Source: an optimization exercise on an open RTL-to-GDS flow (aim: small area). Production flows keep margins and buffers that such runs may drop.
Function was checked by simulation only, so behaviour that the tests miss may differ from the original.
No activity file was given, so power comes from the tool's default toggle rates.

===== flow/config.mk =====
export PLATFORM = sky130hd
export DESIGN_NAME = mipsCore
export DESIGN_NICKNAME = mipsCore
export VERILOG_FILES = /design/flow/design.v
export SDC_FILE = /design/flow/constraint.sdc
export NUM_CORES = 4
export LEC_CHECK = 0
export CAP_MARGIN = 20
export CORE_MARGIN = 2
export CORE_UTILIZATION = 40
export SLEW_MARGIN = 20

===== flow/constraint.sdc =====
create_clock -name core_clock -period 10.0 [get_ports {clock}]
set_input_delay 2.0000 -clock core_clock [delete_from_list [all_inputs] [get_ports {clock}]]
set_output_delay 2.0000 -clock core_clock [all_outputs]
set_load 0.01 [all_outputs]

===== flow/design.v =====
`timescale 1ns/1ps
package isaPkg;
	typedef enum logic [5:0] {
		opSpecial = 6'b000000,
		opJ = 6'b000010,
		opBeq = 6'b000100,
		opBne = 6'b000101,
		opLui = 6'b001111,
		opLw = 6'b100011,
		opLbu = 6'b100100,
		opSb = 6'b101000,
		opSw = 6'b101011
	} opcodeT;
	typedef enum logic [5:0] {
		fnBreak = 6'b001101,
		fnAdd = 6'b100000,
		fnSub = 6'b100010,
		fnAnd = 6'b100100,
		fnXor = 6'b100110
	} functT;
	typedef struct packed {
		opcodeT opcode;
		logic [5-1:0] rs;
		logic [5-1:0] rt;
		logic [5-1:0] rd;
		logic [4:0] shamt;
		functT funct;
	} rFormatT;
	typedef struct packed {
		opcodeT opcode;
		logic [5-1:0] rs;
		logic [5-1:0] rt;
		logic [15:0] imm;
	} iFormatT;
	typedef union packed {
		rFormatT r;
		iFormatT i;
	} instrWord;
endpackage
`timescale 1ns/1ps
package ctrlPkg;
	typedef enum logic [3:0] {
		stReset,
		stFetch,
		stDecode,
		stMemAddr,
		stMemRead,
		stLoadWriteBack,
		stMemWrite,
		stRExec,
		stRWriteBack,
		stOverflow,
		stBranch,
		stJump,
		stLui,
		stHalt
	} ctrlStateT;
	typedef enum logic [2:0] {
		aluAdd = 3'b001,
		aluSub = 3'b010,
		aluAnd = 3'b011,
		aluXor = 3'b110,
		aluLui = 3'b111
	} aluOpT;
	typedef enum logic {srcAPc, srcARegA} srcASelT;
	typedef enum logic [1:0] {srcBRegB, srcBStep, srcBImm, srcBBranch} srcBSelT;
	typedef enum logic [1:0] {pcAluResult, pcAluOut, pcJumpTarget, pcExcVector} pcSrcT;
	typedef enum logic {wbAluOut, wbLoadData} wbSrcT;
	typedef enum logic {accWord, accByte} accessSizeT;
endpackage
`timescale 1ns/1ps
module controlUnit (
	input logic clock,
	input logic reset,
	input isaPkg::instrWord instr,
	input logic busDone,
	input logic zero,
	input logic overflow,
	output logic busReq,
	output logic busWrite,
	output ctrlPkg::accessSizeT accessSize,
	output logic useAluOutAddr,
	output logic irLoad,
	output logic mdrLoad,
	output logic regWrite,
	output logic regDstRd,
	output ctrlPkg::wbSrcT wbSrc,
	output logic abLoad,
	output ctrlPkg::aluOpT aluOp,
	output ctrlPkg::srcASelT srcASel,
	output ctrlPkg::srcBSelT srcBSel,
	output logic aluOutLoad,
	output logic pcWrite,
	output logic pcWriteCond,
	output logic branchOnEqual,
	output ctrlPkg::pcSrcT pcSrc,
	output logic epcWrite,
	output logic halted
);
	ctrlPkg::ctrlStateT state;
	ctrlPkg::ctrlStateT nextState;
	isaPkg::opcodeT opcode;
	isaPkg::functT funct;
	ctrlPkg::accessSizeT memSize;
	assign opcode = instr.r.opcode;
	assign funct = instr.r.funct;
	assign memSize = (opcode == isaPkg::opLbu || opcode == isaPkg::opSb) ? ctrlPkg::accByte : ctrlPkg::accWord;
	assign halted = (state == ctrlPkg::stHalt);
	always_ff @(posedge clock) begin
		if (reset)
			state <= ctrlPkg::stReset;
		else
			state <= nextState;
	end
	always_comb begin
		busReq = 1'b0;
		busWrite = 1'b0;
		accessSize = ctrlPkg::accWord;
		useAluOutAddr = 1'b0;
		irLoad = 1'b0;
		mdrLoad = 1'b0;
		regWrite = 1'b0;
		regDstRd = 1'b0;
		wbSrc = ctrlPkg::wbAluOut;
		abLoad = 1'b0;
		aluOp = ctrlPkg::aluAdd;
		srcASel = ctrlPkg::srcAPc;
		srcBSel = ctrlPkg::srcBStep;
		aluOutLoad = 1'b0;
		pcWrite = 1'b0;
		pcWriteCond = 1'b0;
		branchOnEqual = 1'b0;
		pcSrc = ctrlPkg::pcAluResult;
		epcWrite = 1'b0;
		nextState = state;
		case (state)
			ctrlPkg::stReset: nextState = ctrlPkg::stFetch;
			ctrlPkg::stFetch: begin
				busReq = 1'b1;
				irLoad = 1'b1;
				pcWrite = busDone;  
				if (busDone)
					nextState = ctrlPkg::stDecode;
			end
			ctrlPkg::stDecode: begin
				abLoad = 1'b1;
				srcBSel = ctrlPkg::srcBBranch;  
				aluOutLoad = 1'b1;
				case (opcode)
					isaPkg::opSpecial: begin
						case (funct)
							isaPkg::fnAdd, isaPkg::fnSub, isaPkg::fnAnd, isaPkg::fnXor: nextState = ctrlPkg::stRExec;
							isaPkg::fnBreak: nextState = ctrlPkg::stHalt;
							default: nextState = ctrlPkg::stFetch;
						endcase
					end
					isaPkg::opLw, isaPkg::opLbu, isaPkg::opSw, isaPkg::opSb: nextState = ctrlPkg::stMemAddr;
					isaPkg::opBeq, isaPkg::opBne: nextState = ctrlPkg::stBranch;
					isaPkg::opJ: nextState = ctrlPkg::stJump;
					isaPkg::opLui: nextState = ctrlPkg::stLui;
					default: nextState = ctrlPkg::stFetch;  
				endcase
			end
			ctrlPkg::stMemAddr: begin
				srcASel = ctrlPkg::srcARegA;
				srcBSel = ctrlPkg::srcBImm;
				aluOutLoad = 1'b1;
				if (opcode == isaPkg::opLw || opcode == isaPkg::opLbu)
					nextState = ctrlPkg::stMemRead;
				else
					nextState = ctrlPkg::stMemWrite;
			end
			ctrlPkg::stMemRead: begin
				busReq = 1'b1;
				useAluOutAddr = 1'b1;
				accessSize = memSize;
				mdrLoad = 1'b1;
				if (busDone)
					nextState = ctrlPkg::stLoadWriteBack;
			end
			ctrlPkg::stLoadWriteBack: begin
				regWrite = 1'b1;
				wbSrc = ctrlPkg::wbLoadData;
				nextState = ctrlPkg::stFetch;
			end
			ctrlPkg::stMemWrite: begin
				busReq = 1'b1;
				busWrite = 1'b1;
				useAluOutAddr = 1'b1;
				accessSize = memSize;
				if (busDone)
					nextState = ctrlPkg::stFetch;
			end
			ctrlPkg::stRExec: begin
				srcASel = ctrlPkg::srcARegA;
				srcBSel = ctrlPkg::srcBRegB;
				aluOutLoad = 1'b1;
				case (funct)
					isaPkg::fnSub: aluOp = ctrlPkg::aluSub;
					isaPkg::fnAnd: aluOp = ctrlPkg::aluAnd;
					isaPkg::fnXor: aluOp = ctrlPkg::aluXor;
					default: aluOp = ctrlPkg::aluAdd;
				endcase
				nextState = overflow ? ctrlPkg::stOverflow : ctrlPkg::stRWriteBack;
			end
			ctrlPkg::stRWriteBack: begin
				regWrite = 1'b1;
				regDstRd = (opcode == isaPkg::opSpecial);  
				nextState = ctrlPkg::stFetch;
			end
			ctrlPkg::stOverflow: begin
				epcWrite = 1'b1;
				pcWrite = 1'b1;
				pcSrc = ctrlPkg::pcExcVector;
				nextState = ctrlPkg::stFetch;
			end
			ctrlPkg::stBranch: begin
				srcASel = ctrlPkg::srcARegA;
				srcBSel = ctrlPkg::srcBRegB;
				aluOp = ctrlPkg::aluSub;
				pcWriteCond = 1'b1;
				branchOnEqual = (opcode == isaPkg::opBeq);
				pcSrc = ctrlPkg::pcAluOut;
				nextState = ctrlPkg::stFetch;
			end
			ctrlPkg::stJump: begin
				pcWrite = 1'b1;
				pcSrc = ctrlPkg::pcJumpTarget;
				nextState = ctrlPkg::stFetch;
			end
			ctrlPkg::stLui: begin
				srcBSel = ctrlPkg::srcBImm;
				aluOp = ctrlPkg::aluLui;
				aluOutLoad = 1'b1;
				nextState = ctrlPkg::stRWriteBack;
			end
			ctrlPkg::stHalt: nextState = ctrlPkg::stHalt;
			default: nextState = ctrlPkg::stFetch;
		endcase
	end
endmodule
`timescale 1ns/1ps
module aluUnit (
	input logic clock,
	input logic reset,
	input logic [32-1:0] a,
	input logic [32-1:0] b,
	input ctrlPkg::aluOpT aluOp,
	input logic aluOutLoad,
	output logic [32-1:0] result,
	output logic [32-1:0] aluOut,
	output logic zero,
	output logic overflow
);
	localparam int Msb = 32 - 1;
	localparam int Half = 32 / 2;
	logic [32-1:0] sum;
	logic [32-1:0] diff;
	assign sum = a + b;
	assign diff = a - b;
	assign zero = (result == '0);
	always_comb begin
		case (aluOp)
			ctrlPkg::aluSub: result = diff;
			ctrlPkg::aluAnd: result = a & b;
			ctrlPkg::aluXor: result = a ^ b;
			ctrlPkg::aluLui: result = {b[Half-1:0], {Half{1'b0}}};
			default: result = sum;
		endcase
	end
	always_comb begin
		case (aluOp)
			ctrlPkg::aluAdd: overflow = (a[Msb] == b[Msb]) && (sum[Msb] != a[Msb]);
			ctrlPkg::aluSub: overflow = (a[Msb] != b[Msb]) && (diff[Msb] != a[Msb]);
			default: overflow = 1'b0;
		endcase
	end
	always_ff @(posedge clock) begin
		if (reset)
			aluOut <= '0;
		else if (aluOutLoad)
			aluOut <= result;
	end
endmodule
`timescale 1ns/1ps
module registerFile (
	input logic clock,
	input logic reset,
	input logic [5-1:0] readAddrA,
	input logic [5-1:0] readAddrB,
	input logic [5-1:0] writeAddr,
	input logic [32-1:0] writeData,
	input logic writeEnable,
	output logic [32-1:0] readDataA,
	output logic [32-1:0] readDataB
);
	logic [32-1:0] regs [32];
	always_ff @(posedge clock) begin
		if (reset) begin
			for (int i = 0; i < 32; i++)
				regs[i] <= '0;
		end else if (writeEnable && writeAddr != '0) begin  
			regs[writeAddr] <= writeData;
		end
	end
	assign readDataA = regs[readAddrA];
	assign readDataB = regs[readAddrB];
endmodule
`timescale 1ns/1ps
module pcUnit (
	input logic clock,
	input logic reset,
	input ctrlPkg::pcSrcT pcSrc,
	input logic [32-1:0] aluResult,
	input logic [32-1:0] aluOut,
	input logic [25:0] jumpIndex,
	input logic pcWrite,
	input logic pcWriteCond,
	input logic branchOnEqual,
	input logic zero,
	input logic epcWrite,
	output logic [32-1:0] pc
);
	logic [32-1:0] nextPc;
	logic [32-1:0] epc;
	logic pcLoad;
	assign pcLoad = pcWrite || (pcWriteCond && (zero == branchOnEqual));
	always_comb begin
		case (pcSrc)
			ctrlPkg::pcAluResult: nextPc = aluResult;
			ctrlPkg::pcAluOut: nextPc = aluOut;  
			ctrlPkg::pcJumpTarget: nextPc = {pc[32-1:28], jumpIndex, 2'b00};
			default: nextPc = 32'h80;
		endcase
	end
	always_ff @(posedge clock) begin
		if (reset) begin
			pc <= 32'h0;
			epc <= '0;
		end else begin
			if (pcLoad)
				pc <= nextPc;
			if (epcWrite)
				epc <= pc - 32'd4;  
		end
	end
endmodule
`timescale 1ns/1ps
module busInterface (
	input logic clock,
	input logic reset,
	input logic busReq,
	input logic busWrite,
	input ctrlPkg::accessSizeT accessSize,
	input logic useAluOutAddr,
	input logic [32-1:0] pc,
	input logic [32-1:0] aluOut,
	input logic [32-1:0] storeData,
	input logic irLoad,
	input logic mdrLoad,
	input logic [32-1:0] wbDatR,
	input logic wbAck,
	output logic busDone,
	output isaPkg::instrWord instr,
	output logic [32-1:0] loadData,
	output logic [32-1:0] wbAdr,
	output logic [32-1:0] wbDatW,
	output logic [3:0] wbSel,
	output logic wbWe,
	output logic wbCyc,
	output logic wbStb
);
	logic [7:0] laneByte;
	logic isByte;
	assign isByte = (accessSize == ctrlPkg::accByte);
	assign wbAdr = useAluOutAddr ? aluOut : pc;
	assign wbCyc = busReq;
	assign wbStb = busReq;
	assign wbWe = busReq && busWrite;
	assign wbSel = isByte ? 4'b0001 << wbAdr[1:0] : 4'b1111;  
	assign wbDatW = isByte ? {4{storeData[7:0]}} : storeData;
	assign busDone = wbAck;
	assign laneByte = wbDatR[{wbAdr[1:0], 3'b000} +: 8];
	always_ff @(posedge clock) begin
		if (reset)
			instr <= '0;
		else if (irLoad && wbAck)
			instr <= wbDatR;
	end
	always_ff @(posedge clock) begin
		if (mdrLoad && wbAck)
			loadData <= isByte ? {{(32-8){1'b0}}, laneByte} : wbDatR;
	end
endmodule
`timescale 1ns/1ps
module mipsCore (
	input logic clock,
	input logic reset,
	input logic [32-1:0] wbDatR,
	input logic wbAck,
	output logic [32-1:0] wbAdr,
	output logic [32-1:0] wbDatW,
	output logic [3:0] wbSel,
	output logic wbWe,
	output logic wbCyc,
	output logic wbStb,
	output logic halted
);
	isaPkg::instrWord instr;
	logic busReq;
	logic busWrite;
	logic busDone;
	ctrlPkg::accessSizeT accessSize;
	logic useAluOutAddr;
	logic irLoad;
	logic mdrLoad;
	logic regWrite;
	logic regDstRd;
	ctrlPkg::wbSrcT wbSrc;
	logic abLoad;
	ctrlPkg::aluOpT aluOp;
	ctrlPkg::srcASelT srcASel;
	ctrlPkg::srcBSelT srcBSel;
	logic aluOutLoad;
	logic pcWrite;
	logic pcWriteCond;
	logic branchOnEqual;
	ctrlPkg::pcSrcT pcSrc;
	logic epcWrite;
	logic zero;
	logic overflow;
	logic [32-1:0] pc;
	logic [32-1:0] aluA;
	logic [32-1:0] aluB;
	logic [32-1:0] aluResult;
	logic [32-1:0] aluOut;
	logic [32-1:0] regA;
	logic [32-1:0] regB;
	logic [32-1:0] readDataA;
	logic [32-1:0] readDataB;
	logic [32-1:0] loadData;
	logic [32-1:0] signExtImm;
	logic [5-1:0] writeAddr;
	logic [32-1:0] writeData;
	assign signExtImm = {{(32-16){instr.i.imm[15]}}, instr.i.imm};
	assign aluA = (srcASel == ctrlPkg::srcARegA) ? regA : pc;
	assign writeAddr = regDstRd ? instr.r.rd : instr.i.rt;
	assign writeData = (wbSrc == ctrlPkg::wbLoadData) ? loadData : aluOut;
	always_comb begin
		case (srcBSel)
			ctrlPkg::srcBRegB: aluB = regB;
			ctrlPkg::srcBStep: aluB = 32'd4;
			ctrlPkg::srcBImm: aluB = signExtImm;
			default: aluB = signExtImm << 2;  
		endcase
	end
	always_ff @(posedge clock) begin
		if (abLoad) begin
			regA <= readDataA;
			regB <= readDataB;
		end
	end
	controlUnit control (.*);
	aluUnit alu (
		.*,
		.a(aluA),
		.b(aluB),
		.result(aluResult)
	);
	registerFile regs (
		.*,
		.readAddrA(instr.r.rs),
		.readAddrB(instr.r.rt),
		.writeEnable(regWrite)
	);
	pcUnit pcu (
		.*,
		.jumpIndex(instr[25:0])
	);
	busInterface bus (
		.*,
		.storeData(regB)
	);
endmodule

===== flow/run.sh =====
#!/bin/bash
# synth_recipe.tcl (not shown) runs the flow's synth.tcl, then flattens the netlist and writes it again
# the make line also repeats each setting of config.mk as NAME=value (left out here)
make -C /OpenROAD-flow-scripts/flow DESIGN_CONFIG=/design/flow/config.mk WORK_HOME=/design/flow/orfs CLKGATE_MAP_FILE= SYNTH_SCRIPT=/design/flow/synth_recipe.tcl finish

==> results.yml <==
synth:
  netlist.area_leader.share: 0.5035
  syn_area_per_cell_um2: 12.97
  ys.flop_type: "edfxtp_1"
  synthesis.area_mm2: 0.06679
  async_flop_share: 0
  synth_edf_count: 1120
  yosys_warnings: 6
  synth_cell_types: 96
  synth_most_common_cell: "nor2_1"
  seq_area_frac_synth: 0.5335
  synthCells: 5149
  synth_area_leaders: "edfxtp_1, mux4_2, nor2_1"
  synth-seq-cells: 1220
  synth_commonest_cells: "nor2_1, edfxtp_1, mux4_2, clkbuf_1, nand2_1"
  synth_area_leader_cell: "edfxtp_1"
finish:
  nFillCells: 14533
  drive_gt1_frac: 0.2389
  utilization: 0.4538
  multi_input_area_mm2: 0.02956
  seqCellArea_mm2: 0.03567
  diodes: 0
  syn2layout_area_growth_pct: 12.35
  num-nets-final: 5174
drt:
  vias: 47805
  vias_per_cell: 6.497
  antenna_left: 0
  drc_errors: 0
  drtPass1Iterations: 8
  wire_per_inst_um: 34.34
  wirelength_mm: 252.7
  first_iter_violations: 6813
critical_path:
  slowest_stage: "dfxtp_1"
  crit_start: "control.state[2]"
  max_stage_delay_ns: 0.99
  startpoint_type: "flop"
  critPathKind: "flop to flop"
  critPathMaxFanout: 28
  arrival_ns: 8.64
  crit_required_ns: 10.55
  end_kind: "flop"
  rr_startpoint: "control.state[2]"
  crit_chain: "nor2b_1, nand2_1, clkinv_2, a222oi_1, buf_4, inv_1, ha_1, nor4_1, nor3_1, o31ai_1, o31ai_1, nor3_1, nand3_1, or4_1, nor4_1, nand4_1, o211a_1, nor2_4, a311oi_1"
power_and_ir_drop:
  power.density_mw_per_mm2: 160.9
  p_leak_nw: 23.80
  peakVddDrop_mv: 0.1541
timing:
  worstMarginPinSlew_ns: 1.121
  timing.final.crit_period_ns: 8.089
  fin_tns_setup_ns: 0
  whs_ns: 0.5283
  hold_violations: 0
  fin_ws_ns: 1.911
  fmax_ghz: 0.1236
  fin_crit_sh: 0.8089
  max-slew-margin-rel: 0.2368
  skew_ns: 0.03438
  grt_setup_unrepaired: "no"
  setup_viol: 0
  maxSlewViolCount: 0
cts:
  cts_max_level: 3
  cts_sinks: 1220
  cts_tree: "built"
  ctsLongestPathBuffers: 3
  post-cts-setup-buffer-count: 0
  clockRootBuffer: "clkbuf_16"
  clk_pin_slew_ns: 0.07
  cts_buffers: 118
  ctsResizeCount: 0
  clk_latency_ns: 0.74
  ctsHoldBuffers: 0
global_routing:
  antenna_found_initial: 11
  grt_start_max_net_pins: 129
  overflow: 0
  grt_pass1_vias: 46723
  grt_pass1_wl_mm: 354.6
  grtUsageTotal: 0.2945
run:
  maxCapViolCount: 0
floorplanning:
  ioPinCount: 107
  fp.coreArea_mm2: 0.1654
  num_rows: 149
  die_area_mm2: 0.1703
  chipHeight_um: 412.6
  fp.dieW_um: 412.6
  start_util: 0.4039
placement:
  place_congestion: 1.006
  place_ws_ns: 1.899
  port_buffers: 106
  dpl.hpwl_mm: 160.5
outcome:
  status: "finished clean"
worst_hold_path:
  hold_path_class: "flop to flop"
  worstHoldStart: "alu.aluOut[14]"
[power breakdown]
group / internal (mW) / total [mW] / switching, mW
Sequential: 5.74 / 5.88 / 0.143
Combinational: 0.658 / 1.64 / 0.980
Clock: 2.56 / 4.56 / 2.00
[metrics by stage]
stage          cell area, um2  cells  power (mW)
6_report                75040   7358       12.08
5_1_grt                 75040   7358       12.38
4_1_cts                 74400   7333       12.07
3_5_place_dp            70570   7118       7.575
3_3_place_gp            70510   7116       7.563
2_1_floorplan           66910   5180       6.941
[registers in the layout, summed over array words and instances (netlist names)]
signal / count
regA: 32
regB: 32
pcu.pc: 32
bus.instr: 32
regs.regs: 1024
control.state: 4
bus.loadData: 32
alu.aluOut: 32
[kinds of logic after synthesis]
group,share of synthesized area
mux,0.2394
xor+xnor,0.001705
fa+ha+maj,0.01229
other cells,0.00005614
buf+inv,0.03505
compound gates,0.06240
flops,0.5335
simple gates,0.1156
[final timing paths]
check	endpoint	slack, ns	cells past startpoint
worst max-delay path	pcu.pc[31]	1.91	19
worst min-delay path	alu.aluOut[14]	0.53	2
worst max register to register	pcu.pc[31]	1.91	19
worst min register to register	alu.aluOut[14]	0.53	2
[placed cells by master (no fill, tap or decap), types with 32 or more instances in the layout]
cell and instances:
conb_1 32, nand2_1 344, a21oi_1 213, mux2_2 98, ha_1 64, nand3_1 38
dfxtp_1 90, a211oi_1 47, edfxtp_1 1120, o21ai_0 69, clkdlybuf4s50_1 105, nor2_1 1155
clkbuf_16 128, inv_1 90, nor3_1 48, buf_4 142, and2_1 34, mux4_2 640
mux2i_4 32
[routing by layer]
metal	part of all wire	GRT usage	wire [um]
met5	0.00020	0	51
met4	0.050	0.1308	12530
met3	0.11	0.05747	26760
met2	0.48	0.4822	121300
met1	0.36	0.3808	91990
[critical path: cells and delay by family, from the launching register on]
family,cells,cell delay [ns]
fa+ha+maj,1,0.48
simple gates,10,4.34
buf+inv,3,0.76
flops,1,0.99
compound gates,5,1.33
[layout make-up]
cell class              instances  share of cell area
clock buffers                 150             0.04207
clock inverters                65            0.008987
inverters                      95            0.004768
multi-input cells            3361              0.3939
flip-flops and latches       1220              0.4753
well taps                    2189             0.03650
repair buffers                278             0.03850

separate check: timing with driven ports:
How much do the figures lean on ideal ports? The routed layout below was timed once more, with nothing changed but the port constraints. Step 1 sets driving cells, clkbuf_16 on the clock port and buf_2 on the other inputs (assumed; they add their load-dependent delay and slew). Step 2, shift: input delay + t, output delay - t, t = (earliest + latest rising clock arrival at the registers) / 2. This alone moves slack from input paths to output paths. Slacks: no drivers / after step 1 / after step 2; pairs: no drivers / after step 1.
t (ns): 0.803
setup WS [ns]: 1.911 / 1.911 / 1.911
worst hold slack (ns): 0.528 / 0.528 / 0.528
slew at the worst register clock pin (ns): 0.07 / 0.07
pins driven straight from the clock port: 1
After both steps this run still meets setup and hold. For this run, drivers alone change the setup slack by 0.000 ns; drivers and shift together by 0.000 ns.
